Context: an optimization exercise on an open-source flow, tuned for small area. The choices shown serve that exercise and are no tape-out recipe. In this exercise RTL edits were held to simulation tests only and were not proved equivalent to the original. The clock port is modelled as an ideal driver; clocking choices that lean on that would not hold on a real chip. Power is estimated from default activity; no workload was simulated.

// program_loader_top
module program_loader_top (
   input  logic        clk,
   input  logic        reset,
   input  logic        rx,
   output logic        in_execution,
   output logic        instr_valid,
   output logic        program_done,
   output logic [7:0]  instr_pc,
   output logic [31:0] instr_data
);
Size in the first run: about 9600 cells after synthesis, about 8500 flip-flops, about 46 I/O pins.
export LEC_CHECK = 0
export CAP_MARGIN = 20
export CORE_MARGIN = 2
export CORE_UTILIZATION = 60
export CTS_CLUSTER_DIAMETER = 100
export CTS_CLUSTER_SIZE = 25
export PLACE_DENSITY = 0.7
export SLEW_MARGIN = 20
export SYNTH_HIERARCHICAL = 1
export SYNTH_MEMORY_MAX_BITS = 65536
create_clock -name core_clock -period 8.0 [get_ports {clk}]
run.sh (not shown) runs the stock make flow with config.mk's settings and CLKGATE_MAP_FILE= SYNTH_SCRIPT=/design/flow/synth_recipe.tcl, a recipe that flattens the netlist after the stock synthesis.
Then changed:
- CTS_CLUSTER_SIZE: 25 -> 30
What happened:
- The new run went through all stages and came out clean
- critical path depth does not change
- clock skew is higher by 5.7 ps
- maximum frequency stays flat
- first-iteration DRC count is lower by 2.4%
- clock-buffer cell count is lower by 53
- setup slack degrades by 14 ps
- design area is lower by 0.74%
- routed wire length is lower by 1.1%

* * *

## run A
Another version of the RTL of program_loader_top (not shown whole).
Size: about 9,600 cells after synthesis, about 8,500 flip-flops, roughly 180,000 µm² of cells after synthesis.
Design program_loader_top, start of the top module:
module program_loader_top (
   input  logic        clk,
   input  logic        reset,
   input  logic        rx,
   output logic        in_execution,
   output logic        instr_valid,
   output logic        program_done,
   output logic [7:0]  instr_pc,
   output logic [31:0] instr_data
);
   logic                   byte_valid;
   loader_pkg::byte_t      rx_byte;
   logic                   in_stop;
   loader_pkg::word_addr_t word_count;
   loader_pkg::word_addr_t phase;
   logic [TAP_POINTS-1:0]  tap_hot;
   logic [TAP_SPACING-1:0] fine_hot;
   logic [INS_POINTS*4-1:0] ins_enable;
   loader_pkg::byte_t      ins_byte;
   uart_rx uart_rx_inst (
      .clk        (clk),
      .reset      (reset),
      .rx         (rx),
      .byte_valid (byte_valid),
      .rx_byte    (rx_byte),
      .in_stop    (in_stop)
   );
   instruction_loader instruction_loader_inst (
      .clk          (clk),
      .reset        (reset),
      .byte_valid   (byte_valid),
      .rx_byte      (rx_byte),
      .phase        (phase),
      .in_execution (in_execution),
      .word_count   (word_count),
      .ins_enable   (ins_enable),
      .ins_byte     (ins_byte)
   );
   instruction_memory instruction_memory_inst (
      .clk        (clk),
      .ins_enable (ins_enable),
      .ins_byte   (ins_byte),
      .tap_hot    (tap_hot),
      .fine_hot   (fine_hot),
      .read_data  (instr_data)
   );
   instruction_fetch instruction_fetch_inst (
      .clk          (clk),
      .reset        (reset),
      .in_execution (in_execution),
      .in_stop      (in_stop),
  ...
==> flow/config.mk <==
export PLATFORM = sky130hd
export DESIGN_NAME = program_loader_top
export DESIGN_NICKNAME = program_loader_top
export VERILOG_FILES = /design/flow/design.v
export SDC_FILE = /design/flow/constraint.sdc
export NUM_CORES = 8
export LEC_CHECK = 0
export CAP_MARGIN = 20
export CORE_MARGIN = 2
export CORE_UTILIZATION = 60
export CTS_CLUSTER_DIAMETER = 100
export CTS_CLUSTER_SIZE = 32
export PLACE_DENSITY = 0.7
export SLEW_MARGIN = 20
export SYNTH_HIERARCHICAL = 1
export SYNTH_MEMORY_MAX_BITS = 65536
==> flow/constraint.sdc <==
create_clock -name core_clock -period 8.0 [get_ports {clk}]
set_input_delay 1.6000 -clock core_clock [delete_from_list [all_inputs] [get_ports {clk}]]
set_output_delay 1.6000 -clock core_clock [all_outputs]
set_load 0.01 [all_outputs]
standard.sh (not shown) runs the stock make flow with config.mk's settings and CLKGATE_MAP_FILE= SYNTH_SCRIPT=/design/flow/synth_recipe.tcl, a recipe that flattens the netlist after the stock synthesis.
==> flow/flow/run.sh <==
#!/bin/bash
# The standard layout with three changes to how it is made:
#  - clock tree synthesis without dummy loads (same clusters as config.mk:
#    up to 32 sinks within 100 um per leaf buffer);
#  - after it, the tree's non-leaf buffers become clkbuf_4
#    (flow/downsize_tree.tcl, run as the CTS step's POST_CTS_TCL hook);
#  - the port buffers that placement adds are buf_1 cells.
# Each step's full output goes to a log file of its own in this folder.
set -euo pipefail

HERE=$(pwd)
CTS="-sink_clustering_enable -repair_clock_nets -sink_clustering_size 32 -sink_clustering_max_diameter 100 -dont_use_dummy_load"
PORTS="-buffer_cell sky130_fd_sc_hd__buf_1"

bash standard.sh synth > synth.log 2>&1
bash standard.sh "CTS_ARGS=$CTS" "BUFFER_PORTS_ARGS=$PORTS" "POST_CTS_TCL=$HERE/flow/downsize_tree.tcl" finish > layout.log 2>&1
test -f out/final.def
==> flow/flow/downsize_tree.tcl <==
# Run by the CTS step after its own repair (POST_CTS_TCL): the clock tree's
# non-leaf buffers, which drive only other clock buffers, are resized from
# clkbuf_16 to clkbuf_4. Leaf buffers keep their size.
set n 0
foreach inst [get_cells -hierarchical *] {
  set m [get_property $inst ref_name]
  if {![string match sky130_fd_sc_hd__clkbuf_* $m]} continue
  set op [get_pins -of_objects $inst -filter "direction==output"]
  set net [get_nets -of_objects $op]
  set leaf 0
  foreach p [get_pins -of_objects $net -filter "direction==input"] {
    set c [get_property [get_cells -of_objects $p] ref_name]
    if {![string match sky130_fd_sc_hd__clkbuf_* $c]} { set leaf 1; break }
  }
  if {!$leaf} { replace_cell $inst sky130_fd_sc_hd__clkbuf_4; incr n }
}
puts "downsize_tree: resized $n clock tree buffers"
Setup changes, run A to run B
- a change of CTS_CLUSTER_SIZE from 32 to 30
==> flow/run.sh (new file) <==
#!/bin/bash
# synth_recipe.tcl (not shown) runs the flow's synth.tcl, then flattens the netlist and writes it again
# the make line also repeats each setting of config.mk as NAME=value (left out here)
make -C /OpenROAD-flow-scripts/flow DESIGN_CONFIG=/design/flow/config.mk WORK_HOME=/design/flow/orfs CLKGATE_MAP_FILE= SYNTH_SCRIPT=/design/flow/synth_recipe.tcl finish
removed: flow/flow/run.sh
removed: flow/flow/downsize_tree.tcl
removed: flow/standard.sh
Notes after the runs:
Run A -> run B: number of tap instances delta 0, exact match
Diff run A -> run B | global placement routability congestion | down slightly
Compared with run A, run B shows detailed-router iteration count before antenna repair higher by 2.
Time the final worst path needs with I/O delays and setup: run B lower than run A
Lower detailed route wirelength on metal3 goes to run B over run A.
For number of stages on the worst setup path, run A and run B come out practically identical.
Relative to run A, clock share of power increased by 2.3 points in run B.
Run B vs. run A: count of clock buffers in the final design has increased; global-route usage has increased.
Setup changes, run B to run C
- CTS_CLUSTER_SIZE now 32, was 30
==> flow/flow/run.sh (new file) <==
#!/bin/bash
# The standard layout with two changes to how it is made:
#  - clock tree synthesis without dummy loads (same clusters as config.mk:
#    up to 32 sinks within 100 um per leaf buffer);
#  - the port buffers that placement adds are buf_1 cells.
# Each step's full output goes to a log file of its own in this folder.
set -euo pipefail

CTS="-sink_clustering_enable -repair_clock_nets -sink_clustering_size 32 -sink_clustering_max_diameter 100 -dont_use_dummy_load"
PORTS="-buffer_cell sky130_fd_sc_hd__buf_1"

bash standard.sh synth > synth.log 2>&1
bash standard.sh "CTS_ARGS=$CTS" "BUFFER_PORTS_ARGS=$PORTS" finish > layout.log 2>&1
test -f out/final.def
==> flow/standard.sh (new file) <==
#!/bin/bash
# synth_recipe.tcl (not shown) runs the flow's synth.tcl, then flattens the netlist and writes it again
# the make line also repeats each setting of config.mk as NAME=value (left out here)
make -C /OpenROAD-flow-scripts/flow DESIGN_CONFIG=/design/flow/config.mk WORK_HOME=/design/flow/orfs CLKGATE_MAP_FILE= SYNTH_SCRIPT=/design/flow/synth_recipe.tcl "${@:-finish}"
removed: flow/run.sh
Results
- Diff run B -> run C | final non-filler cell total | decrease of about 0.4%
- On fmax, the higher figure sits with run C, not run B.
- Run comparison: run C endpoint of the most critical setup path instr_data[30]; run B endpoint of the most critical setup path instr_data[26]
- Looking at post-synthesis to final-layout area growth, run C sits 0.78 points lower than run B does.
- Detailed placer's ending HPWL (run C over run B): decrease, 1800 µm
- Re sequential fraction of design power: run B was lower than run C.
--- input diff run C..run D ---
==> flow/run.sh (new file) <==
#!/bin/bash
# synth_recipe.tcl (not shown) runs the flow's synth.tcl, then flattens the netlist and writes it again
# the make line also repeats each setting of config.mk as NAME=value (left out here)
make -C /OpenROAD-flow-scripts/flow DESIGN_CONFIG=/design/flow/config.mk WORK_HOME=/design/flow/orfs CLKGATE_MAP_FILE= SYNTH_SCRIPT=/design/flow/synth_recipe.tcl finish
removed: flow/flow/run.sh
removed: flow/standard.sh
Notes after the runs:
Relative to run C, the area added between synthesis and finish of run D is higher by 0.49 points.
Run C ended up with sky130_fd_sc_hd__nand2b_1 as its standard cell with the maximum stage delay on the critical path; run D ended up with sky130_fd_sc_hd__nor2_4.
Compared with run C, in run D detailed route wirelength on metal3 dropped 1700 µm; estimated wirelength of the detail-placed design climbed about 0.9%; routed wire length climbed about 1.5%; number of design-rule violations left by the first detailed-router iteration dropped 344.
The biggest cell delay along the critical path reported for run D is greater than that of run C by 340 ps.
In the flow results for run C and run D, the pin count of the biggest net entering global routing is larger on run D.
Worst path arrival time (lower): run C
Total power: higher on run D

-- what the ideal ports hide --
The flow's constraints put no driver on any port. The routed layouts listed below were extracted and timed again, unchanged, in two steps.
Step 1 sets driving cells, clkbuf_16 on the clock port and buf_2 on the other inputs (assumed; they add their load-dependent delay and slew).
Step 2 times the ports against the registers' clock, not the clock port: input delays grow and output delays shrink by t, the midpoint of the rising clock arrivals with the driver on.
Three values: no drivers, after step 1, after step 2; two values: the first two.
| run | t (ns) | setup slack, ns | clock arrival spread, ns | worst register clock-pin slew, ns | worst slew at a driven data input, ns |
|---|---|---|---|---|---|
| the first run of note 1 | 1.053 | 1.093 / 0.991 / 2.044 | 0.081 / 0.082 | 0.10 / 0.10 | 0.03 |
| the second run of note 1 | 1.044 | 1.078 / 0.976 / 2.020 | 0.093 / 0.092 | 0.11 / 0.11 | 0.03 |
| run A | 1.562 | 0.728 / 0.644 / 2.206 | 0.281 / 0.281 | 0.12 / 0.12 | 0.03 |
| run B | 1.030 | 1.069 / 0.971 / 2.001 | 0.075 / 0.075 | 0.11 / 0.11 | 0.03 |
| run C | 0.998 | 1.344 / 1.255 / 2.253 | 0.137 / 0.137 | 0.12 / 0.12 | 0.03 |
| run D | 1.028 | 1.048 / 0.950 / 1.978 | 0.074 / 0.074 | 0.12 / 0.12 | 0.03 |
After both steps setup and hold are still met in every run listed.
